This design comes from an exercise in tuning for small area, a short achievable clock period and few clock cycles per item on the open sky130 flow, not from production work.
No functional check of the RTL was part of any run shown here.
No activity file was given, so power comes from the tool's default toggle rates.

**design/flow/flow/run.sh**
```bash
#!/bin/bash
# Standard ORFS layout, with plain buffers (not delay buffers) on the ports.
set -euo pipefail
cfg=${FLOW_CONFIG:-config.mk}
cat flow/extra.mk >> "$cfg"
bash standard.sh finish > std_flow.log 2>&1
```
**design/flow/flow/extra.mk**
```make
export BUFFER_PORTS_ARGS = -buffer_cell sky130_fd_sc_hd__buf_2
export SETUP_SLACK_MARGIN = 8.0
```
**design/flow/standard.sh**
```bash
#!/bin/bash
# synth_recipe.tcl (not shown) runs the flow's synth.tcl, then flattens the netlist and writes it again
# the make line also repeats each setting of config.mk as NAME=value (left out here)
make -C /OpenROAD-flow-scripts/flow DESIGN_CONFIG=/design/flow/config.mk WORK_HOME=/design/flow/orfs CLKGATE_MAP_FILE= SYNTH_SCRIPT=/design/flow/synth_recipe.tcl "${@:-finish}"
```
**design/flow/config.mk**
```make
export PLATFORM = sky130hd
export DESIGN_NAME = framed_target_stepper_sequencer
export DESIGN_NICKNAME = framed_target_stepper_sequencer
export VERILOG_FILES = /design/flow/design.v
export SDC_FILE = /design/flow/constraint.sdc
export NUM_CORES = 4
export LEC_CHECK = 0
export ABC_AREA = 1
export CAP_MARGIN = 20
export CORE_MARGIN = 2
export CORE_UTILIZATION = 40
export SLEW_MARGIN = 20
export BUFFER_PORTS_ARGS = -buffer_cell sky130_fd_sc_hd__buf_2
export SETUP_SLACK_MARGIN = 8.0
```
**design/flow/constraint.sdc**
```tcl
create_clock -name core_clock -period 11.0 [get_ports {aclk}]
set_input_delay 2.2000 -clock core_clock [delete_from_list [all_inputs] [get_ports {aclk}]]
set_output_delay 2.2000 -clock core_clock [all_outputs]
set_load 0.01 [all_outputs]
```
**design/flow/design.v**
```verilog
package ftss_pkg;
    localparam logic [2:0] PH_IDLE   = 3'd0;
    localparam logic [2:0] PH_Y_OUT  = 3'd1;
    localparam logic [2:0] PH_X_OUT  = 3'd2;
    localparam logic [2:0] PH_PAUSE1 = 3'd3;
    localparam logic [2:0] PH_Y_BACK = 3'd4;
    localparam logic [2:0] PH_X_BACK = 3'd5;
    localparam logic [2:0] PH_PAUSE2 = 3'd6;
    localparam logic [7:0] FRAME_HEADER  = 8'hA5;
    localparam logic [7:0] FRAME_TRAILER = 8'h5B;
    localparam logic [7:0]  RST_ORIGIN_X      = 8'd15;
    localparam logic [7:0]  RST_ORIGIN_Y      = 8'd60;
    localparam logic [21:0] RST_SCALE_X       = 22'd860052;
    localparam logic [21:0] RST_SCALE_Y       = 22'd1147739;
    localparam logic [11:0] RST_STEP_LIMIT    = 12'd2000;
    localparam logic [15:0] RST_HALF_PERIOD_X = 16'd1000;
    localparam logic [15:0] RST_HALF_PERIOD_Y = 16'd650;
    localparam logic [17:0] RST_PAUSE_TICKS   = 18'd200000;
endpackage
module ftss_ks_add #(
    parameter int W = 8
) (
    input  logic [W-1:0] a,
    input  logic [W-1:0] b,
    input  logic         cin,
    output logic [W-1:0] sum,
    output logic         cout
);
    localparam int L = (W + 1 > 16) ? 5 : (W + 1 > 8) ? 4 : (W + 1 > 4) ? 3 : 2;
    logic [W:0] g [0:L];
    logic [W:0] p [0:L];
    logic [W-1:0] hp;
    assign hp = a ^ b;
    assign g[0] = {a & b, cin};
    assign p[0] = {hp, 1'b0};
    for (genvar k = 0; k < L; k++) begin : g_lvl
        for (genvar i = 0; i <= W; i++) begin : g_bit
            if (i >= (1 << k)) begin : g_op
                assign g[k+1][i] = g[k][i] | (p[k][i] & g[k][i - (1 << k)]);
                assign p[k+1][i] = p[k][i] & p[k][i - (1 << k)];
            end else begin : g_pass
                assign g[k+1][i] = g[k][i];
                assign p[k+1][i] = p[k][i];
            end
        end
    end
    assign sum  = hp ^ g[L][W-1:0];
    assign cout = g[L][W];
endmodule
module ftss_bk_add #(
    parameter int W = 8
) (
    input  logic [W-1:0] a,
    input  logic [W-1:0] b,
    input  logic         cin,
    output logic [W-1:0] sum,
    output logic         cout
);
    localparam int N = W + 1;
    localparam int L = (N > 16) ? 5 : (N > 8) ? 4 : (N > 4) ? 3 : 2;
    logic [W-1:0] hp;
    logic [N-1:0] g, p;
    assign hp = a ^ b;
    always_comb begin
        g = {a & b, cin};
        p = {hp, 1'b0};
        for (int d = 0; d < L; d++) begin
            for (int i = (2 << d) - 1; i < N; i += (2 << d)) begin
                g[i] = g[i] | (p[i] & g[i - (1 << d)]);
                p[i] = p[i] & p[i - (1 << d)];
            end
        end
        for (int d = L - 2; d >= 0; d--) begin
            for (int i = 3 * (1 << d) - 1; i < N; i += (2 << d)) begin
                g[i] = g[i] | (p[i] & g[i - (1 << d)]);
                p[i] = p[i] & p[i - (1 << d)];
            end
        end
    end
    assign sum  = hp ^ g[W-1:0];
    assign cout = g[W];
endmodule
module framed_target_stepper_sequencer #(
    parameter int STEP_WIDTH = 12
) (
    input  logic        aclk,
    input  logic        aresetn,
    input  logic        s_tvalid,
    output logic        s_tready,
    input  logic [7:0]  s_tdata,
    input  logic        s_tuser,
    output logic        m_tvalid,
    input  logic        m_tready,
    output logic [7:0]  m_tdata,
    input  logic        cfg_valid,
    output logic        cfg_ready,
    input  logic [2:0]  cfg_index,
    input  logic [21:0] cfg_wdata
);
    logic rst_q;
    always_ff @(posedge aclk) rst_q <= !aresetn;
    logic [7:0]  ox, oy;
    logic [21:0] sx, sy;
    logic [11:0] lim;
    logic [15:0] hx, hy;
    logic [17:0] pt;
    logic        cfg_rdy;
    logic [2:0]  cfg_idx_q;
    assign cfg_ready = cfg_rdy;
    always_ff @(posedge aclk) begin
        cfg_rdy   <= aresetn && cfg_valid && !cfg_rdy;
        cfg_idx_q <= cfg_index;
    end
    logic [21:0] wd_lo, wd_hi;
    logic [7:0]  cfg_we;
    assign wd_lo = cfg_wdata & ~{22{rst_q}};
    assign wd_hi = cfg_wdata | {22{rst_q}};
    function automatic logic [21:0] wd_rst(logic [21:0] rv, logic [21:0] lo, logic [21:0] hi);
        wd_rst = (rv & hi) | (~rv & lo);
    endfunction
    logic [21:0] d_ox, d_oy, d_sx, d_sy, d_lim, d_hx, d_hy, d_pt;
    assign d_ox  = wd_rst(22'(ftss_pkg::RST_ORIGIN_X), wd_lo, wd_hi);
    assign d_oy  = wd_rst(22'(ftss_pkg::RST_ORIGIN_Y), wd_lo, wd_hi);
    assign d_sx  = wd_rst(ftss_pkg::RST_SCALE_X, wd_lo, wd_hi);
    assign d_sy  = wd_rst(ftss_pkg::RST_SCALE_Y, wd_lo, wd_hi);
    assign d_lim = wd_rst(22'(ftss_pkg::RST_STEP_LIMIT), wd_lo, wd_hi);
    assign d_hx  = wd_rst(22'(ftss_pkg::RST_HALF_PERIOD_X), wd_lo, wd_hi);
    assign d_hy  = wd_rst(22'(ftss_pkg::RST_HALF_PERIOD_Y), wd_lo, wd_hi);
    assign d_pt  = wd_rst(22'(ftss_pkg::RST_PAUSE_TICKS), wd_lo, wd_hi);
    always_comb begin
        for (int k = 0; k < 8; k++) cfg_we[k] = rst_q || (cfg_rdy && cfg_idx_q == 3'(k));
    end
    always_ff @(posedge aclk) begin
        if (cfg_we[0]) ox  <= d_ox[7:0];
        if (cfg_we[1]) oy  <= d_oy[7:0];
        if (cfg_we[2]) sx  <= d_sx;
        if (cfg_we[3]) sy  <= d_sy;
        if (cfg_we[4]) lim <= d_lim[11:0];
        if (cfg_we[5]) hx  <= d_hx[15:0];
        if (cfg_we[6]) hy  <= d_hy[15:0];
        if (cfg_we[7]) pt  <= d_pt[17:0];
    end
    logic       rdy, in_v, in_u;
    logic [7:0] in_d;
    logic       in_fire, consume;
    assign s_tready = rdy;
    assign in_fire  = s_tvalid && rdy;
    always_ff @(posedge aclk) begin
        if (in_fire) begin
            in_u <= s_tuser;
            in_d <= s_tdata;
        end
    end
    localparam int YO = 0, XO = 1, P1 = 2, YB = 3, XB = 4, P2 = 5;
    logic [1:0]  cnt;           
    logic        hdr;           
    logic [7:0]  tx, ty;        
    logic [2:0]  typ;           
    logic        bk;            
    logic [5:0]  ph;            
    logic [11:0] ny, nx;        
    logic [11:0] sl;            
    logic [17:0] c1;            
    logic        pulse;
    logic [1:0]  dir;           
    logic        mul_busy;
    logic [3:0]  mcnt;
    logic        seenx, seeny;
    function automatic logic [7:0] enter(logic [5:0] s, logic y_nz, logic x_nz,
                                         logic p_nz, logic [1:0] dir_in);
        logic [5:0] f, r;
        logic       act, fy, fx;
        f   = {p_nz, x_nz, y_nz, p_nz, x_nz, y_nz};
        act = 1'b0;
        fy  = 1'b0;
        fx  = 1'b0;
        for (int j = 0; j < 6; j++) begin
            act = act | s[j];
            if (j == YB) fy = act;
            if (j == XB) fx = act;
            r[j] = act & f[j];
            act  = act & !f[j];
        end
        enter = {r, dir_in[1] ^ fy, dir_in[0] ^ fx};
    endfunction
    logic        is_idle, is_y, is_x, is_p;
    logic [17:0] thr;
    logic        hit;
    logic [7:0]  ent;
    logic [5:0]  e_ph;
    logic        e_y, e_step;
    assign ph      = {typ & {3{bk}}, typ & {3{!bk}}};
    assign is_idle = !(|typ);
    assign is_y    = typ[0];
    assign is_x    = typ[1];
    assign is_p    = typ[2];
    assign thr     = ({18{is_p}} & pt) | ({18{is_y}} & {2'b00, hy}) | ({18{is_x}} & {2'b00, hx});
    logic cmp_now, eq_inc, hit_q, hit_n;
    ftss_bk_add #(.W(18)) u_cmp (.a(c1), .b(~thr), .cin(1'b1), .sum(), .cout(cmp_now));
    logic [17:0] r_in;
    logic [17:0] eq_bit;
    assign r_in = c1 ^ thr;
    assign eq_bit[0] = r_in[0];
    for (genvar i = 1; i < 18; i++) begin : g_eq
        if (i == 1) begin : g_one
            assign eq_bit[i] = (r_in[1] == c1[0]);
        end else begin : g_rest
            assign eq_bit[i] = (r_in[i] == (c1[i-1] & r_in[i-1]));
        end
    end
    assign eq_inc = &eq_bit;
    logic le1_p, le1_y, le1_x;
    assign le1_p = !(|pt[17:1]);
    assign le1_y = !(|hy[15:1]);
    assign le1_x = !(|hx[15:1]);
    assign hit = hit_q;
    logic [17:0] c1_inc;
    ftss_bk_add #(.W(18)) u_inc (.a(c1), .b(18'd0), .cin(1'b1), .sum(c1_inc), .cout());
    logic [11:0] sl_dec;
    ftss_bk_add #(.W(12)) u_dec (.a(sl), .b(12'hfff), .cin(1'b0), .sum(sl_dec), .cout());
    assign ent    = enter(mul_busy ? 6'b000001 : {ph[4:0], 1'b0}, |ny, |nx, |pt, dir);
    assign e_ph   = ent[7:2];
    assign e_y    = e_ph[YO] | e_ph[YB];
    assign e_step = e_y | e_ph[XO] | e_ph[XB];
    logic [7:0] dx, dy;
    logic       bx, by;
    ftss_bk_add #(.W(8)) u_dx (.a(tx), .b(~ox), .cin(1'b1), .sum(dx), .cout(bx));
    ftss_bk_add #(.W(8)) u_dy (.a(ty), .b(~oy), .cin(1'b1), .sum(dy), .cout(by));
    logic        bitx, bity;
    logic [21:0] accx, accy, sumx, sumy;
    logic        cox, coy;
    assign accx = {nx, c1[9:0]};
    assign accy = {ny, sl[9:0]};
    logic        bxq, byq, bxq_n, byq_n;
    assign bitx = bxq;
    assign bity = byq;
    ftss_ks_add #(.W(22)) u_mx (.a(accx), .b({22{bitx}} & sx), .cin(1'b0), .sum(sumx), .cout(cox));
    ftss_ks_add #(.W(22)) u_my (.a(accy), .b({22{bity}} & sy), .cin(1'b0), .sum(sumy), .cout(coy));
    logic [13:0] px, py;
    logic        gx, gy;
    assign px = accx[21:8];
    assign py = accy[21:8];
    ftss_bk_add #(.W(14)) u_lx (.a({2'b00, lim}), .b(~px), .cin(1'b1), .sum(), .cout(gx));
    ftss_bk_add #(.W(14)) u_ly (.a({2'b00, lim}), .b(~py), .cin(1'b1), .sum(), .cout(gy));
    logic       out_v, skid_v;
    logic [5:0] out_r, skid_r;
    logic       out_fire;
    assign out_fire = out_v && m_tready;
    assign m_tvalid = out_v;
    assign m_tdata  = {2'b00, out_r};
    logic        proc, push, fe, do_enter;
    logic        c1_one, c1_inc_sel;
    logic [1:0]  cnt_n;
    logic        hdr_n;
    logic [7:0]  tx_n, ty_n;
    logic [5:0]  ph_n;
    logic [2:0]  typ_n;
    logic        bk_n;
    logic [11:0] ny_n, nx_n, sl_n;
    logic [17:0] c1_n;
    logic        pulse_n;
    logic [1:0]  dir_n;
    logic        mul_busy_n;
    logic [3:0]  mcnt_n;
    logic        seenx_n, seeny_n;
    logic [5:0]  res;
    logic proc_q, mit_q, mmin_q, mend_q;
    assign proc = proc_q;
    always_comb begin
        cnt_n      = cnt;
        hdr_n      = hdr;
        tx_n       = tx;
        ty_n       = ty;
        ph_n       = ph;
        ny_n       = ny;
        nx_n       = nx;
        sl_n       = sl;
        c1_n       = c1;
        pulse_n    = pulse;
        dir_n      = dir;
        mul_busy_n = mul_busy;
        mcnt_n     = mcnt;
        seenx_n    = seenx;
        seeny_n    = seeny;
        bxq_n      = tx[1] ^ (dir[0] & (seenx | tx[0]));
        byq_n      = ty[1] ^ (!dir[1] & (seeny | ty[0]));
        push       = 1'b0;
        fe         = 1'b0;
        do_enter   = 1'b0;
        consume    = 1'b0;
        c1_one     = 1'b0;
        c1_inc_sel = 1'b0;
        if (mit_q) begin
            {nx_n, c1_n[9:0]} = {cox, sumx[21:1]};
            {ny_n, sl_n[9:0]} = {coy, sumy[21:1]};
            seenx_n = seenx | tx[0];
            seeny_n = seeny | ty[0];
            tx_n    = {1'b0, tx[7:1]};
            ty_n    = {1'b0, ty[7:1]};
            mcnt_n  = mcnt + 4'd1;
        end
        if (mmin_q) begin
            nx_n   = gx ? px[11:0] : lim;
            ny_n   = gy ? py[11:0] : lim;
            mcnt_n = mcnt + 4'd1;
        end
        if (mend_q) begin
            do_enter   = 1'b1;
            c1_n       = 18'd1;
            c1_one     = 1'b1;
            push       = 1'b1;
            mul_busy_n = 1'b0;
        end
        if (proc) begin
            consume = 1'b1;
            if (in_u) begin
                push = 1'b1;
                if (!is_idle) begin
                    if (!hit) begin
                        c1_n       = c1_inc;
                        c1_inc_sel = 1'b1;
                    end else begin
                        c1_n   = 18'd1;
                        c1_one = 1'b1;
                        if (is_p) begin
                            do_enter = 1'b1;
                        end else if (pulse) begin
                            pulse_n = 1'b0;
                            sl_n    = sl_dec;
                            if (sl == 12'd1) do_enter = 1'b1;
                        end else begin
                            pulse_n = 1'b1;
                        end
                    end
                end
            end else if (!is_idle) begin
                push  = 1'b1;
                cnt_n = 2'd0;
            end else if (cnt != 2'd3) begin
                push  = 1'b1;
                cnt_n = cnt + 2'd1;
                if (cnt == 2'd0) hdr_n = (in_d == ftss_pkg::FRAME_HEADER);
                if (cnt == 2'd1) tx_n  = in_d;
                if (cnt == 2'd2) ty_n  = in_d;
            end else begin
                cnt_n = 2'd0;
                if (hdr && in_d == ftss_pkg::FRAME_TRAILER) begin
                    mul_busy_n = 1'b1;
                    mcnt_n     = 4'd0;
                    dir_n      = {by, !bx};
                    tx_n       = dx;
                    ty_n       = dy;
                    nx_n       = '0;
                    ny_n       = '0;
                    c1_n[9:0]  = '0;
                    sl_n[9:0]  = '0;
                    seenx_n    = 1'b0;
                    seeny_n    = 1'b0;
                    bxq_n      = dx[0];
                    byq_n      = dy[0];
                end else begin
                    push = 1'b1;
                    fe   = 1'b1;
                end
            end
        end
        if (do_enter) begin
            ph_n    = e_ph;
            dir_n   = ent[1:0];
            pulse_n = e_step;
            sl_n    = e_y ? ny : nx;
        end
        typ_n = {ph_n[P1] | ph_n[P2], ph_n[XO] | ph_n[XB], ph_n[YO] | ph_n[YB]};
        bk_n  = ph_n[YB] | ph_n[XB] | ph_n[P2];
        if (c1_one)
            hit_n = (typ_n[2] & le1_p) | (typ_n[0] & le1_y) | (typ_n[1] & le1_x);
        else if (c1_inc_sel)
            hit_n = cmp_now | eq_inc;
        else
            hit_n = cmp_now;
        res[0] = pulse_n && typ_n[1];
        res[1] = dir_n[0];
        res[2] = pulse_n && typ_n[0];
        res[3] = dir_n[1];
        res[4] = |typ_n;
        res[5] = fe;
    end
    always_ff @(posedge aclk) begin
        tx    <= tx_n;
        ty    <= ty_n;
        ny    <= ny_n;
        nx    <= nx_n;
        sl    <= sl_n;
        c1    <= c1_n;
        pulse <= pulse_n;
        hdr   <= hdr_n;
        mcnt  <= mcnt_n;
        seenx <= seenx_n;
        seeny <= seeny_n;
        hit_q <= hit_n;
        bxq   <= bxq_n;
        byq   <= byq_n;
        if (rst_q) begin
            cnt      <= 2'd0;
            typ      <= 3'd0;
            bk       <= 1'b0;
            dir      <= 2'b00;
            mul_busy <= 1'b0;
        end else begin
            cnt      <= cnt_n;
            typ      <= typ_n;
            bk       <= bk_n;
            dir      <= dir_n;
            mul_busy <= mul_busy_n;
        end
    end
    logic in_v_n, skid_v_n, out_v_n;
    assign in_v_n = !rst_q && (in_fire || (in_v && !consume));
    always_ff @(posedge aclk) begin
        if (rst_q) begin
            proc_q <= 1'b0;
            mit_q  <= 1'b0;
            mmin_q <= 1'b0;
            mend_q <= 1'b0;
        end else begin
            proc_q <= in_v_n && !skid_v_n && !mul_busy_n;
            mit_q  <= mul_busy_n && !mcnt_n[3];
            mmin_q <= mul_busy_n && (mcnt_n == 4'd8);
            mend_q <= mul_busy_n && (mcnt_n == 4'd9) && !skid_v_n;
        end
    end
    always_ff @(posedge aclk) begin
        in_v <= in_v_n;
        rdy  <= aresetn && (!in_v_n || (!skid_v_n && !mul_busy_n));
    end
    always_comb begin
        out_v_n  = out_v;
        skid_v_n = skid_v;
        if (skid_v) begin
            if (out_fire) begin
                out_v_n  = 1'b1;
                skid_v_n = 1'b0;
            end
        end else if (!out_v || out_fire) begin
            out_v_n = push;
        end else if (push) begin
            skid_v_n = 1'b1;
        end
        if (!aresetn || rst_q) begin
            out_v_n  = 1'b0;
            skid_v_n = 1'b0;
        end
    end
    always_ff @(posedge aclk) begin
        out_v  <= out_v_n;
        skid_v <= skid_v_n;
        if (skid_v) begin
            if (out_fire) out_r <= skid_r;
        end else if (!out_v || out_fire) begin
            if (push) out_r <= res;
        end else if (push) begin
            skid_r <= res;
        end
    end
endmodule
```
==> metrics.csv, run 1 <==
stage,metric,value,unit
timing,worst-case clock skew,0.0432,ns
placed_design,Inst Count DP,2409,
route,antenna violation net count after detailed routing,0,
synth,ys async rst share,0,
route,detailed-route via count,13300,
timing,post-route clock period utilization,0.302,
power_and_ir_drop,power per cell area,132,nW/um^2
die,top-level port count,50,
die,row count,72,
finish,"commonest non-fill, non-tap cells in the layout","341 x sky130_fd_sc_hd__nand2_1, 246 x sky130_fd_sc_hd__inv_1, 154 x sky130_fd_sc_hd__a21oi_1",
finish,Layout fillers,3819,
route,number of optimization iterations in the first detailed-route pass,5,
setup_path,data required time of the critical path,8.80,ns
synth,largest family of logic cells by synthesized area,simple AND/OR/NAND/NOR gates,
setup_path,reg2reg path depth,11,
power_and_ir_drop,VDD IR-drop max,0.000127,V
run,max-capacitance violation count,0,
synth,number of library cell types mapped by synthesis,56,
synth,sequential fraction of the synthesis area,0.412,
timing,Max Transition Viols Final,0,
synth,post-synthesis simple-gate area fraction,0.214,
timing,unrepaired setup endpoints after global routing,yes,
timing,total setup violations reported at the end of the flow,0,
setup_path,largest fanout on the critical path,1,
timing,Final Hold Violating Endpoints,0,
clock_network,clock tree from TritonCTS,built,
timing,final critical delay including setup and external delays,3.32,ns
clock_network,total clock sinks,246,
setup_path,Critical Path Max Stage Delay,0.38,ns
finish,layout cells sized above 1,0.0972,
route,first-iteration detailed-routing DRC count,922,
clock_network,buffer type at the clock tree root,sky130_fd_sc_hd__clkbuf_16,
grt,global-route total usage across every layer,0.225,
finish,final cell count without fillers,2464,
grt,global-route wire length before repair,71.2,mm
grt,total global routing overflow,0,
die,starting utilization of the core area,0.403,
placed_design,global placement routability congestion,0.913,
run_status,result of the run,"complete, no violations",
synth,Post-synth EDFFs,146,
clock_network,total CTS buffers,28,
power_and_ir_drop,LEAKAGE,7.68,nW
setup_path,crit path cell chain,buf_2,
grt,vias in the first global route,12900,
route,detail-routed net length per standard cell,18.7,um
setup_path,largest delay contributor family on the critical path,flip-flops,
clock_network,H-tree Lvls,1,
synth,"share of synthesized cell area in full adder, half adder and majority cells",0.121,
synth,Mapped Cells,1887,
synth,proportion of synthesized area in mux cells,0,
die,width of the die,201,um
route,drc violations,0,
timing,Slew headroom,0.283,
route,Via density,5.39,
clock_network,clock latency at the later pin of the worst-skew pair,0.59,ns
timing,setup TNS,0,ns
grt,initial antenna violation count,0,
setup_path,Critical Path End,m_tdata[3],
setup_path,crit end category,output pin,
timing,slew of the pin with the lowest slew margin,1.07,ns
synth,Post-Synthesis Cell Area,15500,um^2
clock_network,"Reg clk slew, reported paths",0.07,ns
setup_path,setup slack on the worst flop-to-flop path,8.21,ns
die,height of the die,201,um
setup_path,cell type of the slowest stage on the worst timing path,sky130_fd_sc_hd__edfxtp_1,
grt,pin count of the biggest net entering global routing,65,
setup_path,Crit Reg-Reg Endpoint,out_r[1],
timing,upper clock frequency limit,0.301,GHz
clock_network,Max clock buf depth,3,
setup_path,category of the worst setup path launch point,flop,
setup_path,critical path class,flop to output pin,
setup_path,buffers and inverters on the worst path,1,
worst_hold_path,worst min path class,flop to flop,
synth,xor and xnor area share after synthesis,0.0266,
route,Detailed Route WL,46.0,mm
synth,most used flip-flop cell after synthesis,sky130_fd_sc_hd__edfxtp_1,
setup_path,worst setup path startpoint,out_r[3],
die,die area,40300,um^2
setup_path,number of cells on the critical path,1,
timing,Worst Slack Setup Final,7.68,ns
worst_hold_path,Hold Crit Start,seenx,
synth,"synthesized-area fraction occupied by ao, oa, aoi and oai cells",0.147,
placed_design,DP Worst Slack,7.78,ns
die,Core Region,38500,um^2
synth,Yosys warning total,8,
setup_path,startpoint of the most critical register-to-register path,in_d[2],
finish,"commonest non-fill, non-tap cell in the layout",sky130_fd_sc_hd__nand2_1,
synth,Seq cells post-synth,246,
placed_design,IO buf count,47,
setup_path,endpoint arrival time on the critical path,1.12,ns
finish,synth-to-layout area growth,11.6,%
placed_design,HPWL reported at the end of detailed placement,35.7,mm
synth,synthesized area divided by synthesized cell count,8.21,um^2
finish,nets@finish,2104,
## Yosys cell counts, drive strengths merged, types with 2 or more instances
cell type / instances / share of area
or2: 15 / 0.0061
o31ai: 2 / 0.00097
o21a: 3 / 0.0015
fa: 13 / 0.017
nor2: 157 / 0.042
nor4: 21 / 0.0089
a21o: 12 / 0.0058
buf: 16 / 0.0055
a221oi: 7 / 0.0040
a22oi: 6 / 0.0029
nor3: 31 / 0.012
a21oi: 158 / 0.052
xor2: 20 / 0.011
o221ai: 10 / 0.0057
a31oi: 7 / 0.0028
a211oi: 7 / 0.0034
nand3: 146 / 0.049
dfxtp: 100 / 0.13
nand2: 356 / 0.089
o22ai: 4 / 0.0016
o21bai: 6 / 0.0029
edfxtp: 146 / 0.28
a22o: 12 / 0.0068
ha: 129 / 0.10
a21boi: 2 / 0.00097
o211ai: 23 / 0.011
o2111ai: 4 / 0.0023
nand4: 14 / 0.0057
clkbuf: 39 / 0.0094
xnor2: 27 / 0.015
inv: 263 / 0.064
o21ai: 126 / 0.041
## state kept, by name, indices dropped and copies added, names as in the netlist, 12 cells and up
register / count
c1: 18
hx: 16
hy: 16
lim: 12
nx: 12
ny: 12
pt: 18
sl: 12
sx: 22
sy: 22
## where the power goes
part / internal (mW) / leakage, nW / switching, mW
sequential: 1.02 / 2.24 / 0.0433
combinational: 0.0851 / 4.98 / 0.153
clock: 0.577 / 0.463 / 0.402
total: 1.69 / 7.68 / 0.598
## through the flow
stage	utilization	hold slack [ns]	cell area [um^2]	power, mW
6_report	0.450	0.484	17300	2.29
5_1_grt	0.450	0.518	17300	2.37
4_1_cts	0.449	0.485	17300	2.30
3_5_place_dp	0.423	0.444	16300	1.32
3_3_place_gp	0.423	0.441	16300	1.32
2_1_floorplan	-	0.446	15500	1.24
## cell type report
| class | count | area (um^2) | area share |
|---|---|---|---|
| clock inverter | 15 | 223 | 0.0129 |
| clock buffer | 37 | 744 | 0.0430 |
| tap | 518 | 648 | 0.0375 |
| timing repair buffer | 60 | 352 | 0.0203 |
| antenna | 1 | 2.50 | 0.000145 |
| sequential | 246 | 6400 | 0.370 |
| inverter | 264 | 998 | 0.0577 |
| multi-input combinational | 1323 | 7930 | 0.459 |
## what timing repair did
action | in CTS | in global routing
hold buffers | 0 | 0
setup buffers | 2 | 0
endpoints found under the setup margin | 27 | 29
resized for setup | 9 | 6
cloned | 0 | 0
## per-layer routing
metal / global-route usage / wire length [um] / part of all wire / vias up
met5: 0 / 0 / 0 / -
met3: 0.0326 / 3070 / 0.067 / 94
li1: - / - / - / 6487
met4: 0.0966 / 2000 / 0.043 / 0
met1: 0.302 / 20300 / 0.44 / 6266
met2: 0.363 / 20700 / 0.45 / 431
## worst min path at each step
stage                   end  slack (ns)  depth (start not counted)
finish                seenx        0.48                          2
global route          seeny        0.52                          2
CTS                   seenx        0.49                          2
detailed placement  cfg_rdy        0.44                          1
global placement    cfg_rdy        0.44                          1
floorplan             seenx        0.45                          2
## logic make-up (layout without fill, tap and decap cells)
family / after synthesis / after routing
buf+inv: 319 / 376
fa+ha+maj: 142 / 142
flops: 246 / 246
compound gates: 391 / 391
xor+xnor: 47 / 47
other cells: 1 / 3
simple gates: 741 / 741
==> run 2: changes to the inputs <==
--- a/design/flow/config.mk
+++ b/design/flow/config.mk
@@ -7,6 +7,6 @@
 export LEC_CHECK = 0
-export ABC_AREA = 1
 export CAP_MARGIN = 20
 export CORE_MARGIN = 2
-export CORE_UTILIZATION = 40
+export CORE_UTILIZATION = 65
+export CTS_BUF_LIST = sky130_fd_sc_hd__clkbuf_4 sky130_fd_sc_hd__clkbuf_8
 export SLEW_MARGIN = 20
==> run 2 against run 1 <==
Global-route usage increased by 11 points; core utilization grew 28 points; routed wire length fell by 11%; fmax is 1.4% higher; clock power is 8.2% lower; via count down 9.3%; worst hold slack got worse by 0.00054 ns; die area fell by 40%; sequential share of layout area up 1.9 points; synthesized area fell by 3.4%; sequential power about the same; critical path type unchanged; critical endpoint is now m_tdata[4]; largest cell class unchanged.
==> metrics.csv, run 2 <==
stage,metric,value,unit,change
placed_design,Placement Cell Area,15400,um^2,-5.6%
placed_design,IO buf count,47,,unchanged
synth,"top cells by area, synth","sky130_fd_sc_hd__edfxtp_1 29%, sky130_fd_sc_hd__dfxtp_1 13%, sky130_fd_sc_hd__ha_1 11%",,
timing,upper clock frequency limit,0.305,GHz,+1.4%
route,detail-routed net length per standard cell,22.2,um,+19%
setup_path,buffers and inverters on the worst path,1,,unchanged
clock_network,clock tree from TritonCTS,built,,
timing,Max Transition Viols Final,0,,unchanged
route,number of optimization iterations in the first detailed-route pass,6,,+1
timing,unrepaired setup endpoints after global routing,yes,,
grt,global-route wire length before repair,62.5,mm,-12%
die,height of the die,156,um,-22%
die,row count,55,,-24%
timing,total setup violations reported at the end of the flow,0,,unchanged
setup_path,largest delay contributor family on the critical path,flip-flops,,
finish,finished layout cell area,16500,um^2,-4.6%
timing,Final Hold Violating Endpoints,0,,unchanged
setup_path,worst setup path startpoint,out_r[4],,
setup_path,critical path class,flop to output pin,,
setup_path,category of the worst setup path launch point,flop,,
worst_hold_path,worst min path class,flop to flop,,
finish,synth-to-layout area growth,10.2,%,
timing,slew of the pin with the lowest slew margin,1.06,ns,-0.0163 ns
run,max-capacitance violation count,0,,unchanged
placed_design,Inst Count DP,1764,,-27%
worst_hold_path,Hold Crit Start,seeny,,
synth,dominant cell type by area after synthesis,sky130_fd_sc_hd__edfxtp_1,,
setup_path,endpoint arrival time on the critical path,1.08,ns,-0.04 ns
power_and_ir_drop,Clk pwr share,0.412,,-0.016
die,width of the die,156,um,-22%
power_and_ir_drop,switching power as a share of total power,0.259,,-0.00257
setup_path,largest fanout on the critical path,1,,unchanged
synth,area share of the largest cell type after synthesis,0.293,,+0.00996
grt,vias in the first global route,11400,,-11%
setup_path,startpoint of the most critical register-to-register path,sy[1],,
finish,"commonest non-fill, non-tap cells in the layout","146 x sky130_fd_sc_hd__edfxtp_1, 128 x sky130_fd_sc_hd__ha_1, 92 x sky130_fd_sc_hd__nand2_1",,
grt,total global routing overflow,0,,unchanged
synth,Post-Synthesis Cell Area,15000,um^2,-3.4%
route,antenna violation net count after detailed routing,0,,unchanged
clock_network,clock latency at the later pin of the worst-skew pair,0.60,ns,about the same
die,top-level port count,50,,unchanged
timing,worst-case clock skew,0.0584,ns,+0.0152 ns
synth,Yosys warning total,8,,unchanged
timing,setup TNS,0,ns,unchanged
power_and_ir_drop,VDD IR-drop max,0.000115,V,-9.6%
grt,global-route total usage across every layer,0.335,,+0.110
die,die area,24300,um^2,-40%
finish,largest registers ranked by flip-flop count,"sx (22), sy (22)",,
timing,post-route clock period utilization,0.298,,-0.00419
finish,final cell count without fillers,1851,,-25%
setup_path,cell type of the slowest stage on the worst timing path,sky130_fd_sc_hd__edfxtp_1,,
route,first-iteration detailed-routing DRC count,1268,,+38%
setup_path,data required time of the critical path,8.80,ns,about the same
synth,most used flip-flop cell after synthesis,sky130_fd_sc_hd__edfxtp_1,,
synth,sequential fraction of the synthesis area,0.427,,+0.0145
die,starting utilization of the core area,0.661,,+0.258
power_and_ir_drop,Internal Power,1.62,mW,-4.2%
setup_path,crit path cell chain,buf_2,,
placed_design,global placement routability congestion,1.00,,+9.4%
power_and_ir_drop,net switching power,0.566,mW,-5.5%
synth,number of library cell types mapped by synthesis,88,,+57%
finish,Layout fillers,1689,,-56%
run_status,result of the run,"complete, no violations",,
power_and_ir_drop,power per cell area,132,nW/um^2,+0.12%
finish,"commonest non-fill, non-tap cell in the layout",sky130_fd_sc_hd__edfxtp_1,,
power_and_ir_drop,Flop pwr share,0.487,,+0.020
clock_network,Max clock buf depth,3,,unchanged
grt,initial antenna violation count,0,,unchanged
synth,synthesized area divided by synthesized cell count,10.1,um^2,+23%
synth,Mapped Cells,1486,,-21%
clock_network,total clock sinks,246,,unchanged
synth,ys async rst share,0,,unchanged
power_and_ir_drop,LEAKAGE,6.70,nW,-13%
setup_path,Critical Path Max Stage Delay,0.37,ns,about the same
route,Via density,6.51,,+21%
die,Core Region,22600,um^2,-41%
setup_path,crit end category,output pin,,
clock_network,H-tree Lvls,2,,+1
grt,pin count of the biggest net entering global routing,54,,-17%
finish,nets@finish,1713,,-19%
synth,dominant cell by count in the synthesized netlist,sky130_fd_sc_hd__edfxtp_1,,
clock_network,"Reg clk slew, reported paths",0.07,ns,about the same
route,drc violations,0,,unchanged
synth,Seq cells post-synth,246,,unchanged
timing,Slew headroom,0.293,,+0.00930
finish,number of antenna repair diodes,0,,-1
route,Detailed Route WL,41.2,mm,-11%
power_and_ir_drop,total power,2.18,mW,-4.5%
placed_design,HPWL reported at the end of detailed placement,30.2,mm,-15%
synth,top cells by instance count after synthesis,"146 x sky130_fd_sc_hd__edfxtp_1, 129 x sky130_fd_sc_hd__ha_1, 100 x sky130_fd_sc_hd__dfxtp_1",,
power_and_ir_drop,logic gate share of total power,0.101,,-0.003
clock_network,buffer type at the clock tree root,sky130_fd_sc_hd__clkbuf_8,,
route,detailed-route via count,12000,,-9.3%
finish,layout cells sized above 1,0.140,,+0.0427
timing,final critical delay including setup and external delays,3.28,ns,-0.0461 ns
clock_network,total CTS buffers,42,,+50%
synth,Post-synth EDFFs,146,,unchanged
[run 2: cell types whose count changed after synthesis, sizes merged, moves of 33 or more]
cell,before,now
o21ai,126,86
and2,1,45
a21oi,158,81
nor2b,0,33
nand2,356,92
nand3,146,34
nor2,157,90
mux2i,0,56
a211oi,7,41
inv,263,92
[run 2: timing repair]
action                     4_1_cts  5_1_grt
pin swaps                        0        7
cloned                           0        2
setup buffers                    2        5
setup endpoints to repair       40       30
gates resized for setup         18       22
hold endpoints to repair         0        0
hold buffers                     0        0
[run 2: per-layer routing]
metal | part of all wire | up-vias | global-route usage
li1 | - | 5643 | -
met3 | 0.083 | 116 | 0.0606
met1 | 0.42 | 5749 | 0.447
met4 | 0.044 | 0 | 0.143
met5 | 0 | - | 0
met2 | 0.46 | 537 | 0.540
[run 2: final timing paths]
path	depth (start not counted)	slack, ns	to
setup / recovery	1	7.72	m_tdata[4]
hold / removal	2	0.48	seeny
setup reg to reg	10	8.11	ny[9]
hold reg to reg	2	0.48	seeny
[run 2: layout make-up]
class,count,area (um^2),share of cell area
Tap cell,285,357,0.0216
Clock buffer,65,807,0.0489
Timing Repair inverter,1,5.00,0.000303
Clock inverter,13,113,0.00683
Inverter,93,353,0.0214
Sequential cell,246,6410,0.389
Multi-Input combinational cell,1088,8080,0.490
Timing Repair Buffer,60,364,0.0221
[run 2: power groups by stage]
stage	clock network (mW)	registers (mW)	logic (mW)
floorplan	0	1.06	0.159
global placement	0	1.08	0.202
detailed placement	0	1.08	0.208
CTS	0.903	1.06	0.211
global route	0.938	1.07	0.244
finish	0.899	1.06	0.220
[run 2: cell families (layout without fill, tap and decap cells)]
logic type,count (synthesis),in the layout,synth area share
xor+xnor,54,54,0.0316
flops,246,246,0.427
other cells,1,2,0.000251
mux,61,61,0.0412
compound gates,394,394,0.181
fa+ha+maj,142,142,0.125
simple gates,434,435,0.152
buf+inv,154,232,0.0412
[run 2: through the flow]
| step | utilization | hold WS (ns) | setup WS [ns] |
|---|---|---|---|
| 2_1_floorplan | - | 0.431 | 8.04 |
| 3_3_place_gp | 0.678 | 0.442 | 7.71 |
| 3_5_place_dp | 0.678 | 0.463 | 7.63 |
| 4_1_cts | 0.722 | 0.480 | 7.72 |
| 5_1_grt | 0.728 | 0.496 | 7.69 |
| 6_report | 0.728 | 0.484 | 7.72 |
==> run 3: changes to the inputs <==
--- a/design/flow/config.mk
+++ b/design/flow/config.mk
@@ -9,4 +9,5 @@
 export CORE_MARGIN = 2
-export CORE_UTILIZATION = 65
-export CTS_BUF_LIST = sky130_fd_sc_hd__clkbuf_4 sky130_fd_sc_hd__clkbuf_8
+export CORE_UTILIZATION = 40
+export CTS_CLUSTER_DIAMETER = 80
+export CTS_CLUSTER_SIZE = 24
 export SLEW_MARGIN = 20
==> run 3 against run 2 <==
Still clean; non-clock buffer count is 3 higher; fmax is 0.76% higher; largest power group unchanged; count of clock-buffer cells in the layout is 44 lower; clock skew is 0.039 ns lower.
==> metrics.csv, run 3 <==
stage,metric,value,unit,change
run_status,result of the run,"complete, no violations",,
synth,Yosys warning total,8,,unchanged
timing,upper clock frequency limit,0.308,GHz,+0.76%
synth,Post-Synthesis Cell Area,15000,um^2,unchanged
grt,total global routing overflow,0,,unchanged
finish,number of antenna repair diodes,0,,unchanged
grt,global-route wire length before repair,64.8,mm,+3.6%
timing,worst hold margin,0.463,ns,-0.0206 ns
power_and_ir_drop,Flop pwr share,0.561,,+0.074
power_and_ir_drop,LEAKAGE,6.44,nW,-3.9%
timing,Slew headroom,0.399,,+0.106
placed_design,HPWL reported at the end of detailed placement,32.1,mm,+6.3%
power_and_ir_drop,Internal Power,1.40,mW,-13%
synth,ys async rst share,0,,unchanged
die,Core Region,36700,um^2,+62%
route,antenna violation net count after detailed routing,0,,unchanged
synth,area share of the largest cell type after synthesis,0.293,,unchanged
timing,worst-case clock skew,0.0193,ns,-0.0391 ns
clock_network,Max clock buf depth,3,,unchanged
route,Detailed Route WL,42.1,mm,+2.3%
route,drc violations,0,,unchanged
setup_path,buffers and inverters on the worst path,1,,unchanged
die,height of the die,197,um,+27%
die,die area,39000,um^2,+61%
setup_path,crit end category,output pin,,
grt,global-route total usage across every layer,0.216,,-0.119
route,detailed-route via count,11600,,-3.6%
placed_design,IO buf count,47,,unchanged
synth,Seq cells post-synth,246,,unchanged
synth,number of library cell types mapped by synthesis,88,,unchanged
synth,Mapped Cells,1486,,unchanged
die,width of the die,197,um,+27%
setup_path,critical path class,flop to output pin,,
grt,pin count of the biggest net entering global routing,60,,+11%
finish,synth-to-layout area growth,8.64,%,
timing,final critical delay including setup and external delays,3.25,ns,-0.0247 ns
finish,largest registers ranked by flip-flop count,"sx (22), sy (22)",,
worst_hold_path,worst min path class,flop to flop,,
timing,Max Transition Viols Final,0,,unchanged
clock_network,buffer type at the clock tree root,sky130_fd_sc_hd__clkbuf_16,,
synth,top cells by instance count after synthesis,"146 x sky130_fd_sc_hd__edfxtp_1, 129 x sky130_fd_sc_hd__ha_1, 100 x sky130_fd_sc_hd__dfxtp_1",,
setup_path,largest delay contributor family on the critical path,flip-flops,,
timing,Worst Slack Setup Final,7.75,ns,+0.0247 ns
power_and_ir_drop,VDD IR-drop max,0.000111,V,-3.3%
synth,synthesized area divided by synthesized cell count,10.1,um^2,unchanged
clock_network,"Reg clk slew, reported paths",0.10,ns,+0.03 ns
setup_path,largest fanout on the critical path,1,,unchanged
synth,dominant cell type by area after synthesis,sky130_fd_sc_hd__edfxtp_1,,
grt,initial antenna violation count,2,,+2
route,first-iteration detailed-routing DRC count,1004,,-21%
finish,layout cells sized above 1,0.105,,-0.0348
finish,nets@finish,1687,,-1.5%
grt,vias in the first global route,11200,,-1.5%
clock_network,clock tree from TritonCTS,built,,
setup_path,cell type of the slowest stage on the worst timing path,sky130_fd_sc_hd__edfxtp_1,,
die,top-level port count,50,,unchanged
setup_path,endpoint arrival time on the critical path,1.05,ns,-0.03 ns
power_and_ir_drop,net switching power,0.494,mW,-13%
timing,unrepaired setup endpoints after global routing,yes,,
synth,most used flip-flop cell after synthesis,sky130_fd_sc_hd__edfxtp_1,,
route,number of optimization iterations in the first detailed-route pass,6,,unchanged
run,max-capacitance violation count,0,,unchanged
synth,Post-synth EDFFs,146,,unchanged
timing,total setup violations reported at the end of the flow,0,,unchanged
synth,"top cells by area, synth","sky130_fd_sc_hd__edfxtp_1 29%, sky130_fd_sc_hd__dfxtp_1 13%, sky130_fd_sc_hd__ha_1 11%",,
finish,"commonest non-fill, non-tap cell in the layout",sky130_fd_sc_hd__edfxtp_1,,
power_and_ir_drop,logic gate share of total power,0.116,,+0.015
timing,setup TNS,0,ns,unchanged
finish,"commonest non-fill, non-tap cells in the layout","146 x sky130_fd_sc_hd__edfxtp_1, 127 x sky130_fd_sc_hd__ha_1, 92 x sky130_fd_sc_hd__inv_1, 92 x sky130_fd_sc_hd__nand2_1, 90 x sky130_fd_sc_hd__dfxtp_1",,
route,detail-routed net length per standard cell,21.3,um,-4.4%
clock_network,total CTS buffers,15,,-64%
synth,dominant cell by count in the synthesized netlist,sky130_fd_sc_hd__edfxtp_1,,
die,starting utilization of the core area,0.408,,-0.253
finish,Finished Core Util,0.443,,-0.285
power_and_ir_drop,switching power as a share of total power,0.260,,+0.00102
route,Via density,5.86,,-10%
clock_network,total clock sinks,246,,unchanged
clock_network,clock latency at the later pin of the worst-skew pair,0.50,ns,-0.10 ns
placed_design,DP Worst Slack,7.68,ns,+0.0534 ns
timing,post-route clock period utilization,0.296,,-0.00225
power_and_ir_drop,Clk pwr share,0.323,,-0.089
placed_design,global placement routability congestion,0.937,,-6.3%
clock_network,H-tree Lvls,1,,-1
synth,sequential fraction of the synthesis area,0.427,,unchanged
setup_path,category of the worst setup path launch point,flop,,
setup_path,Critical Path Max Stage Delay,0.40,ns,+0.03 ns
setup_path,crit path cell chain,buf_2,,
power_and_ir_drop,power per cell area,117,nW/um^2,-12%
timing,Final Hold Violating Endpoints,0,,unchanged
setup_path,data required time of the critical path,8.80,ns,about the same
timing,slew of the pin with the lowest slew margin,0.902,ns,-0.156 ns
die,row count,70,,+27%
clock_network,hold buffers post-CTS,0,,unchanged
==> run 3: through the flow <==
| stage | std cells | instance area, um^2 | power (mW) |
|---|---|---|---|
| after floorplan | 1487 | 15000 | 1.22 |
| after global placement | 1951 | 15600 | 1.29 |
| after detailed placement | 1951 | 15600 | 1.30 |
| after CTS | 1977 | 16100 | 1.91 |
| after global routing | 1982 | 16300 | 1.97 |
| final | 1982 | 16300 | 1.90 |
==> run 3: cells by family (layout without fill, tap and decap cells) <==
group,count (synthesis),in the layout,synth area share
AO/OA/AOI/OAI,394,394,0.181
XOR/XNOR,54,54,0.0316
flip-flops,246,246,0.427
adder cells (fa/ha/maj),142,142,0.125
AND/OR/NAND/NOR,434,434,0.152
other,1,2,0.000251
multiplexers,61,61,0.0412
buffers and inverters,154,181,0.0412
==> run 3: cell type report <==
type | count | area, um^2
inverter | 93 | 349
timing repair buffer | 63 | 374
fill | 3470 | 20400
sequential | 246 | 6410
clock buffer | 21 | 398
multi-input combinational | 1087 | 8070
tap | 468 | 586
clock inverter | 4 | 75.1
==> run 3: repair_timing <==
action	4_1_cts	5_1_grt
setup buffers	1	5
endpoints found under the hold margin	0	0
gates resized for setup	15	20
endpoints found under the setup margin	41	28
pin swaps	1	7
==> run 3: final timing paths <==
path / from / end / slack [ns] / cells after the start
min: cfg_rdy / cfg_rdy / 0.46 / 1
max reg2reg: byq / ny[6] / 8.14 / 11
max: out_r[3] / m_tdata[3] / 7.75 / 1
min reg2reg: cfg_rdy / cfg_rdy / 0.46 / 1
==> run 3: metal layers <==
metal | GRT usage | wire length [um] | part of all wire
met2 | 0.352 | 19500 | 0.46
met3 | 0.0278 | 2420 | 0.057
met4 | 0.0654 | 1210 | 0.029
met5 | 0 | 0 | 0
met1 | 0.300 | 19000 | 0.45
==> run 3: power groups by stage <==
stage	logic [mW]	registers, mW	clock network, mW
finish	0.220	1.06	0.613
global route	0.246	1.07	0.655
CTS	0.216	1.06	0.626
detailed placement	0.214	1.08	0
global placement	0.209	1.08	0
floorplan	0.159	1.06	0
==> run 3: worst reg2reg max path: cells and delay by family, from the launching register on <==
kind                     cells  cell delay (ns)
adder cells (fa/ha/maj)      1             0.43
buffers and inverters        2             0.25
AND/OR/NAND/NOR              2             0.22
AO/OA/AOI/OAI                6             1.50
flip-flops                   1             0.39
==> run 4: changes to the inputs <==
--- a/design/flow/config.mk
+++ b/design/flow/config.mk
@@ -10,4 +10,4 @@
 export CORE_UTILIZATION = 40
-export CTS_CLUSTER_DIAMETER = 80
-export CTS_CLUSTER_SIZE = 24
+export CTS_CLUSTER_DIAMETER = 60
+export CTS_CLUSTER_SIZE = 28
 export SLEW_MARGIN = 20
==> run 4 against run 3 <==
Flip-flop and latch count is the same; via count up 1.0%; fmax is 0.84% lower; cell count increased by 0.81%; core utilization up 0.89 points; critical endpoint unchanged; highest routed layer unchanged.
==> metrics.csv, run 4 <==
stage,metric,value,unit,change
clock_network,buffer type at the clock tree root,sky130_fd_sc_hd__clkbuf_16,,
synth,Yosys warning total,8,,unchanged
grt,initial antenna violation count,2,,unchanged
synth,top cells by instance count after synthesis,"146 x sky130_fd_sc_hd__edfxtp_1, 129 x sky130_fd_sc_hd__ha_1, 100 x sky130_fd_sc_hd__dfxtp_1",,
die,die area,39000,um^2,unchanged
synth,Post-synth EDFFs,146,,unchanged
die,row count,70,,unchanged
setup_path,setup slack on the worst flop-to-flop path,8.13,ns,about the same
route,drc violations,0,,unchanged
setup_path,buffers and inverters on the worst path,1,,unchanged
timing,Final Hold Violating Endpoints,0,,unchanged
setup_path,data required time of the critical path,8.80,ns,about the same
synth,Mapped Cells,1486,,unchanged
timing,final critical delay including setup and external delays,3.28,ns,+0.0274 ns
synth,ys async rst share,0,,unchanged
route,detail-routed net length per standard cell,21.2,um,-0.28%
grt,total global routing overflow,0,,unchanged
setup_path,critical path class,flop to output pin,,
timing,total setup violations reported at the end of the flow,0,,unchanged
route,detailed-route via count,11700,,+1.0%
setup_path,largest fanout on the critical path,1,,unchanged
die,width of the die,197,um,unchanged
run_status,result of the run,"complete, no violations",,
finish,nets@finish,1696,,+0.53%
clock_network,Max clock buf depth,3,,unchanged
timing,unrepaired setup endpoints after global routing,yes,,
route,Via density,5.87,,+0.19%
synth,number of library cell types mapped by synthesis,88,,unchanged
setup_path,crit path cell chain,buf_2,,
placed_design,HPWL reported at the end of detailed placement,32.1,mm,unchanged
placed_design,Inst Count DP,1951,,unchanged
timing,Slew headroom,0.404,,+0.00544
setup_path,Critical Path Max Stage Delay,0.39,ns,about the same
power_and_ir_drop,LEAKAGE,6.60,nW,+2.6%
die,Core Region,36700,um^2,unchanged
power_and_ir_drop,VDD IR-drop max,0.000136,V,+22%
finish,"commonest non-fill, non-tap cell in the layout",sky130_fd_sc_hd__edfxtp_1,,
setup_path,cell type of the slowest stage on the worst timing path,sky130_fd_sc_hd__edfxtp_1,,
route,antenna violation net count after detailed routing,0,,unchanged
grt,pin count of the biggest net entering global routing,60,,unchanged
worst_hold_path,Worst Hold Depth,1,,unchanged
synth,most used flip-flop cell after synthesis,sky130_fd_sc_hd__edfxtp_1,,
synth,area share of the largest cell type after synthesis,0.293,,unchanged
clock_network,total CTS buffers,21,,+6
timing,upper clock frequency limit,0.305,GHz,-0.84%
finish,largest registers ranked by flip-flop count,"sx (22), sy (22)",,
finish,final cell count without fillers,1998,,+0.81%
clock_network,clock tree from TritonCTS,built,,
run,max-capacitance violation count,0,,unchanged
setup_path,endpoint arrival time on the critical path,1.08,ns,+0.03 ns
clock_network,H-tree Lvls,1,,unchanged
finish,Layout fillers,3447,,-0.66%
clock_network,clock latency at the later pin of the worst-skew pair,0.54,ns,+0.04 ns
route,number of optimization iterations in the first detailed-route pass,10,,+4
grt,global-route wire length before repair,65.1,mm,+0.53%
clock_network,"Reg clk slew, reported paths",0.10,ns,about the same
setup_path,startpoint of the most critical register-to-register path,typ[0],,
timing,worst hold margin,0.461,ns,-0.00193 ns
finish,"commonest non-fill, non-tap cells in the layout","146 x sky130_fd_sc_hd__edfxtp_1, 128 x sky130_fd_sc_hd__ha_1, 92 x sky130_fd_sc_hd__inv_1, 92 x sky130_fd_sc_hd__nand2_1, 90 x sky130_fd_sc_hd__dfxtp_1",,
setup_path,category of the worst setup path launch point,flop,,
synth,Post-Synthesis Cell Area,15000,um^2,unchanged
setup_path,crit end category,output pin,,
die,top-level port count,50,,unchanged
worst_hold_path,endpoint of the worst hold-timing path,cfg_rdy,,
finish,layout cells sized above 1,0.117,,+0.0120
timing,worst-case clock skew,0.0211,ns,+0.00181 ns
timing,setup TNS,0,ns,unchanged
synth,Seq cells post-synth,246,,unchanged
setup_path,Crit Reg-Reg Endpoint,hit_q,,
synth,synthesized area divided by synthesized cell count,10.1,um^2,unchanged
die,height of the die,197,um,unchanged
clock_network,total clock sinks,246,,unchanged
worst_hold_path,Hold Crit Start,cfg_rdy,,
clock_network,hold buffers post-CTS,0,,unchanged
route,Detailed Route WL,42.3,mm,+0.52%
timing,slew of the pin with the lowest slew margin,0.893,ns,-0.00816 ns
timing,post-route clock period utilization,0.298,,+0.00249
finish,synth-to-layout area growth,10.8,%,
grt,global-route total usage across every layer,0.218,,+0.00140
route,first-iteration detailed-routing DRC count,1011,,+0.70%
placed_design,IO buf count,47,,unchanged
synth,"top cells by area, synth","sky130_fd_sc_hd__edfxtp_1 29%, sky130_fd_sc_hd__dfxtp_1 13%, sky130_fd_sc_hd__ha_1 11%",,
die,starting utilization of the core area,0.408,,unchanged
finish,number of antenna repair diodes,0,,unchanged
setup_path,largest delay contributor family on the critical path,flip-flops,,
grt,vias in the first global route,11300,,+0.43%
timing,Max Transition Viols Final,0,,unchanged
synth,dominant cell by count in the synthesized netlist,sky130_fd_sc_hd__edfxtp_1,,
worst_hold_path,worst min path class,flop to flop,,
setup_path,reg2reg path depth,10,,-1
placed_design,global placement routability congestion,0.937,,unchanged
synth,sequential fraction of the synthesis area,0.427,,unchanged
synth,dominant cell type by area after synthesis,sky130_fd_sc_hd__edfxtp_1,,
power_and_ir_drop,power per cell area,127,nW/um^2,+9.1%
[run 4: kinds of logic after synthesis]
family,synth area share
other,0.000251
AND/OR/NAND/NOR,0.152
AO/OA/AOI/OAI,0.181
multiplexers,0.0412
adder cells (fa/ha/maj),0.125
flip-flops,0.427
XOR/XNOR,0.0316
buffers and inverters,0.0412
[run 4: worst max-delay path by stage]
stage	start	cells past startpoint	to
detailed placement	bxq	10	nx[9]
CTS	out_r[3]	1	m_tdata[3]
global placement	bxq	10	nx[9]
global route	out_r[3]	1	m_tdata[3]
finish	out_r[3]	1	m_tdata[3]
floorplan	m_tready	2	out_r[0]
[run 4: metrics by stage]
| step | power, mW | area (um^2) | utilization | setup slack (ns) |
|---|---|---|---|---|
| floorplan | 1.22 | 15000 | - | 8.04 |
| global placement | 1.29 | 15600 | 0.425 | 7.79 |
| detailed placement | 1.30 | 15600 | 0.425 | 7.68 |
| CTS | 2.12 | 16500 | 0.448 | 7.69 |
| global route | 2.19 | 16600 | 0.452 | 7.68 |
| finish | 2.11 | 16600 | 0.452 | 7.72 |
[run 4: where the power goes]
part | internal [mW] | leakage (nW) | switching [mW]
clock | 0.395 | 0.377 | 0.431
combinational | 0.0929 | 4.01 | 0.127
sequential | 1.02 | 2.21 | 0.0419
total | 1.51 | 6.60 | 0.600
[run 4: area by class of cell]
type / count / area, um^2 / share of cell area
Clock buffer: 21 / 526 / 0.0317
Clock inverter: 17 / 262 / 0.0158
Inverter: 93 / 349 / 0.0211
Multi-Input combinational cell: 1087 / 8060 / 0.486
Sequential cell: 246 / 6410 / 0.386
Tap cell: 468 / 586 / 0.0353
Timing Repair Buffer: 66 / 397 / 0.0239
[run 4: repair_timing]
item                                    in CTS  in global routing
gates resized for setup                     16                 17
setup buffers                                1                  8
endpoints found under the setup margin      41                 29
pin swaps                                    1                  7
cloned                                       0                  0
[run 4: layer usage]
| layer | up-vias | track usage | wire length (um) |
|---|---|---|---|
| met1 | 5675 | 0.297 | 18900 |
| met3 | 83 | 0.0336 | 2710 |
| met4 | 0 | 0.0735 | 1450 |
| met2 | 378 | 0.353 | 19300 |
| li1 | 5593 | - | - |
| met5 | - | 0 | 0 |
==> run 5: changes to the inputs <==
--- a/design/flow/design.v
+++ b/design/flow/design.v
@@ -236,4 +236,4 @@
     assign bity = byq;
-    ftss_ks_add #(.W(22)) u_mx (.a(accx), .b({22{bitx}} & sx), .cin(1'b0), .sum(sumx), .cout(cox));
-    ftss_ks_add #(.W(22)) u_my (.a(accy), .b({22{bity}} & sy), .cin(1'b0), .sum(sumy), .cout(coy));
+    ftss_bk_add #(.W(22)) u_mx (.a(accx), .b({22{bitx}} & sx), .cin(1'b0), .sum(sumx), .cout(cox));
+    ftss_bk_add #(.W(22)) u_my (.a(accy), .b({22{bity}} & sy), .cin(1'b0), .sum(sumy), .cout(coy));
     logic [13:0] px, py;
--- a/design/flow/config.mk
+++ b/design/flow/config.mk
@@ -10,4 +10,2 @@
 export CORE_UTILIZATION = 40
-export CTS_CLUSTER_DIAMETER = 60
-export CTS_CLUSTER_SIZE = 28
 export SLEW_MARGIN = 20
==> run 5 against run 4 <==
Still clean; sequential power about the same; sequential share of layout area is 1.3 points lower; core utilization up 3.0 points; register-to-register slack got worse by 0.35 ns; cell count is 2.0% lower; die area is 2.8% lower; first-iteration DRC count is 2.6% lower; critical path type unchanged; critical endpoint is now m_tdata[4]; highest routed layer unchanged.
==> metrics.csv, run 5 <==
stage,metric,value,unit,change
finish,nets@finish,1676,,-1.2%
die,starting utilization of the core area,0.408,,about the same
grt,global-route total usage across every layer,0.214,,-0.00337
power_and_ir_drop,Clk pwr share,0.409,,+0.017
setup_path,Critical Path Max Stage Delay,0.38,ns,about the same
placed_design,HPWL reported at the end of detailed placement,29.3,mm,-8.8%
synth,Seq cells post-synth,246,,unchanged
worst_hold_path,worst min path class,flop to flop,,
route,number of optimization iterations in the first detailed-route pass,9,,-1
synth,most used flip-flop cell after synthesis,sky130_fd_sc_hd__edfxtp_1,,
power_and_ir_drop,Internal Power,1.80,mW,+20%
timing,setup TNS,0,ns,unchanged
route,first-iteration detailed-routing DRC count,985,,-2.6%
clock_network,total clock sinks,246,,unchanged
run_status,result of the run,"complete, no violations",,
setup_path,cell type of the slowest stage on the worst timing path,sky130_fd_sc_hd__edfxtp_1,,
finish,register cell area after layout,6410,um^2,about the same
clock_network,Max clock buf depth,3,,unchanged
die,height of the die,195,um,-1.4%
synth,Post-Synthesis Cell Area,14500,um^2,-2.8%
timing,worst-case clock skew,0.0136,ns,-0.00752 ns
power_and_ir_drop,total power,2.44,mW,+16%
clock_network,"Reg clk slew, reported paths",0.06,ns,-0.04 ns
setup_path,critical path class,flop to output pin,,
route,Via density,5.65,,-3.8%
synth,Yosys warning total,6,,-2
placed_design,DP Worst Slack,7.51,ns,-0.174 ns
timing,total setup violations reported at the end of the flow,0,,unchanged
finish,"commonest non-fill, non-tap cell in the layout",sky130_fd_sc_hd__edfxtp_1,,
power_and_ir_drop,Flop pwr share,0.443,,-0.061
timing,unrepaired setup endpoints after global routing,yes,,
finish,finished layout cell area,17200,um^2,+3.6%
finish,layout cells sized above 1,0.193,,+0.0759
synth,Mapped Cells,1388,,-6.6%
clock_network,H-tree Lvls,1,,unchanged
die,die area,37900,um^2,-2.8%
synth,area share of the largest cell type after synthesis,0.302,,+0.00857
placed_design,global placement routability congestion,0.901,,-3.9%
clock_network,clock tree from TritonCTS,built,,
clock_network,buffer type at the clock tree root,sky130_fd_sc_hd__clkbuf_16,,
synth,sequential fraction of the synthesis area,0.439,,+0.0125
die,row count,69,,-1.4%
synth,"top cells by area, synth","sky130_fd_sc_hd__edfxtp_1 30%, sky130_fd_sc_hd__dfxtp_1 14%, sky130_fd_sc_hd__ha_1 11%",,
power_and_ir_drop,VDD IR-drop max,0.000115,V,-16%
route,drc violations,0,,unchanged
synth,ys async rst share,0,,unchanged
grt,vias in the first global route,10900,,-3.4%
setup_path,crit path cell chain,buf_2,,
grt,global-route wire length before repair,63.2,mm,-2.9%
finish,largest registers ranked by flip-flop count,"sx (22), sy (22)",,
power_and_ir_drop,net switching power,0.639,mW,+6.5%
synth,number of library cell types mapped by synthesis,72,,-18%
clock_network,clock latency at the later pin of the worst-skew pair,0.56,ns,+0.02 ns
grt,total global routing overflow,0,,unchanged
setup_path,largest fanout on the critical path,1,,unchanged
timing,post-route clock period utilization,0.299,,+0.000822
timing,Final Hold Violating Endpoints,0,,unchanged
finish,final cell count without fillers,1959,,-2.0%
route,detail-routed net length per standard cell,20.9,um,-1.2%
power_and_ir_drop,switching power as a share of total power,0.262,,-0.0229
die,width of the die,195,um,-1.4%
placed_design,Inst Count DP,1847,,-5.3%
timing,slew of the pin with the lowest slew margin,0.938,ns,+0.0451 ns
setup_path,crit end category,output pin,,
synth,Post-synth EDFFs,146,,unchanged
placed_design,Placement Cell Area,15200,um^2,-2.3%
finish,"commonest non-fill, non-tap cells in the layout","146 x sky130_fd_sc_hd__edfxtp_1, 122 x sky130_fd_sc_hd__ha_1, 90 x sky130_fd_sc_hd__dfxtp_1",,
grt,pin count of the biggest net entering global routing,79,,+32%
die,Core Region,35700,um^2,-2.8%
synth,dominant cell type by area after synthesis,sky130_fd_sc_hd__edfxtp_1,,
route,detailed-route via count,11100,,-5.7%
run,max-capacitance violation count,0,,unchanged
setup_path,data required time of the critical path,8.80,ns,about the same
finish,number of antenna repair diodes,0,,unchanged
synth,dominant cell by count in the synthesized netlist,sky130_fd_sc_hd__edfxtp_1,,
die,top-level port count,50,,unchanged
power_and_ir_drop,logic gate share of total power,0.149,,+0.045
synth,synthesized area divided by synthesized cell count,10.5,um^2,+4.0%
setup_path,endpoint arrival time on the critical path,1.09,ns,about the same
finish,Layout fillers,3227,,-6.4%
timing,Max Transition Viols Final,0,,unchanged
timing,Slew headroom,0.374,,-0.0300
setup_path,buffers and inverters on the worst path,1,,unchanged
synth,top cells by instance count after synthesis,"146 x sky130_fd_sc_hd__edfxtp_1, 131 x sky130_fd_sc_hd__ha_1, 100 x sky130_fd_sc_hd__dfxtp_1",,
power_and_ir_drop,LEAKAGE,7.07,nW,+7.1%
route,Detailed Route WL,41.0,mm,-3.2%
finish,area of combinational cells with multiple inputs,8010,um^2,-0.51%
setup_path,largest delay contributor family on the critical path,flip-flops,,
finish,synth-to-layout area growth,18.2,%,
timing,Worst Slack Setup Final,7.71,ns,-0.00904 ns
clock_network,hold buffers post-CTS,0,,unchanged
power_and_ir_drop,power per cell area,142,nW/um^2,+12%
grt,initial antenna violation count,0,,-2
clock_network,total CTS buffers,29,,+38%
setup_path,category of the worst setup path launch point,flop,,
route,antenna violation net count after detailed routing,0,,unchanged
timing,upper clock frequency limit,0.304,GHz,-0.28%
placed_design,IO buf count,47,,unchanged
timing,final critical delay including setup and external delays,3.29,ns,+0.00904 ns
-- run 5: cell types whose count changed after synthesis, sizes merged, moves of 10 or more --
cell and delta:
nor2 -11, o21a -10, a211oi -23, fa +18, a31oi -12, nand3 -16
-- run 5: power groups by stage --
stage | combinational [mW] | clock, mW | sequential, mW
2_1_floorplan | 0.225 | 0 | 1.08
3_3_place_gp | 0.276 | 0 | 1.10
3_5_place_dp | 0.284 | 0 | 1.11
4_1_cts | 0.340 | 1.01 | 1.08
5_1_grt | 0.405 | 1.05 | 1.09
6_report | 0.363 | 0.999 | 1.08
-- run 5: layout make-up --
cell class,count,share of cell area
well taps,461,0.0336
flip-flops and latches,246,0.373
clock buffers,37,0.0457
inverters,91,0.0209
clock inverters,17,0.0119
repair buffers,113,0.0482
multi-input cells,994,0.466
-- run 5: final timing paths --
path	from	to	slack (ns)	cells after the start
max reg2reg	bxq	nx[10]	7.78	14
min reg2reg	seenx	seenx	0.47	2
min	seenx	seenx	0.47	2
max	out_r[4]	m_tdata[4]	7.71	1
-- run 5: cell families (layout without fill, tap and decap cells) --
| group | after synthesis | count (layout) | synth area share |
|---|---|---|---|
| AOI/OAI and AO/OA | 327 | 327 | 0.146 |
| xor gates and xnor gates | 57 | 57 | 0.0343 |
| adders and majority gates | 162 | 162 | 0.155 |
| buffers and inverters | 149 | 258 | 0.0421 |
| DFF | 246 | 246 | 0.439 |
| muxes | 69 | 69 | 0.0479 |
| other | 1 | 2 | 0.000258 |
| and+or+nand+nor | 377 | 377 | 0.135 |
-- run 5: timing repair --
item	4_1_cts	5_1_grt
endpoints found under the setup margin	50	58
setup buffers	46	12
gates resized for setup	80	46
pin swaps	50	42
-- run 5: through the flow --
| step | utilization | hold slack (ns) |
|---|---|---|
| detailed placement | 0.428 | 0.451 |
| finish | 0.482 | 0.475 |
| global placement | 0.428 | 0.446 |
| floorplan | - | 0.431 |
| global route | 0.482 | 0.482 |
| CTS | 0.474 | 0.468 |
-- run 5: routing by layer --
metal  track usage  vias to the layer above  part of all wire
met5             0                        -                 0
met4        0.0652                        0             0.033
met3        0.0276                       82             0.053
met2         0.365                      333              0.48
met1         0.284                     5411              0.44
li1              -                     5240                 -

-- separate check: timing with driven ports --
The flow's constraints put no driver on any port. The routed layouts listed below were extracted and timed again, unchanged, in two steps. Step 1 (the two cells are an assumption about what drives the block):
set clk [get_ports {aclk}]
set_driving_cell -lib_cell sky130_fd_sc_hd__clkbuf_16 $clk
set_driving_cell -lib_cell sky130_fd_sc_hd__buf_2 [delete_from_list [all_inputs] $clk]
Step 2 times the ports against the registers' clock, not the clock port: input delays grow and output delays shrink by t, the midpoint of the rising clock arrivals with the driver on. Slacks: ideal / step 1 / step 2; pairs: ideal / step 1.
run	t, ns	slack for setup (ns)	worst hold slack (ns)	worst setup path after step 2	latest minus earliest clock arrival (ns)
run 1	0.618	7.678 / 7.630 / 7.829	0.484 / 0.484 / 0.484	input to register	0.044 / 0.044
run 2	0.609	7.724 / 7.681 / 7.765	0.484 / 0.484 / 0.484	input to register	0.058 / 0.059
run 3	0.544	7.749 / 7.698 / 7.810	0.463 / 0.463 / 0.463	input to register	0.020 / 0.019
run 4	0.584	7.722 / 7.667 / 7.807	0.461 / 0.461 / 0.461	input to register	0.023 / 0.024
run 5	0.603	7.713 / 7.662 / 7.761	0.475 / 0.475 / 0.475	input to register	0.014 / 0.014
After both steps every run listed still meets setup and hold.
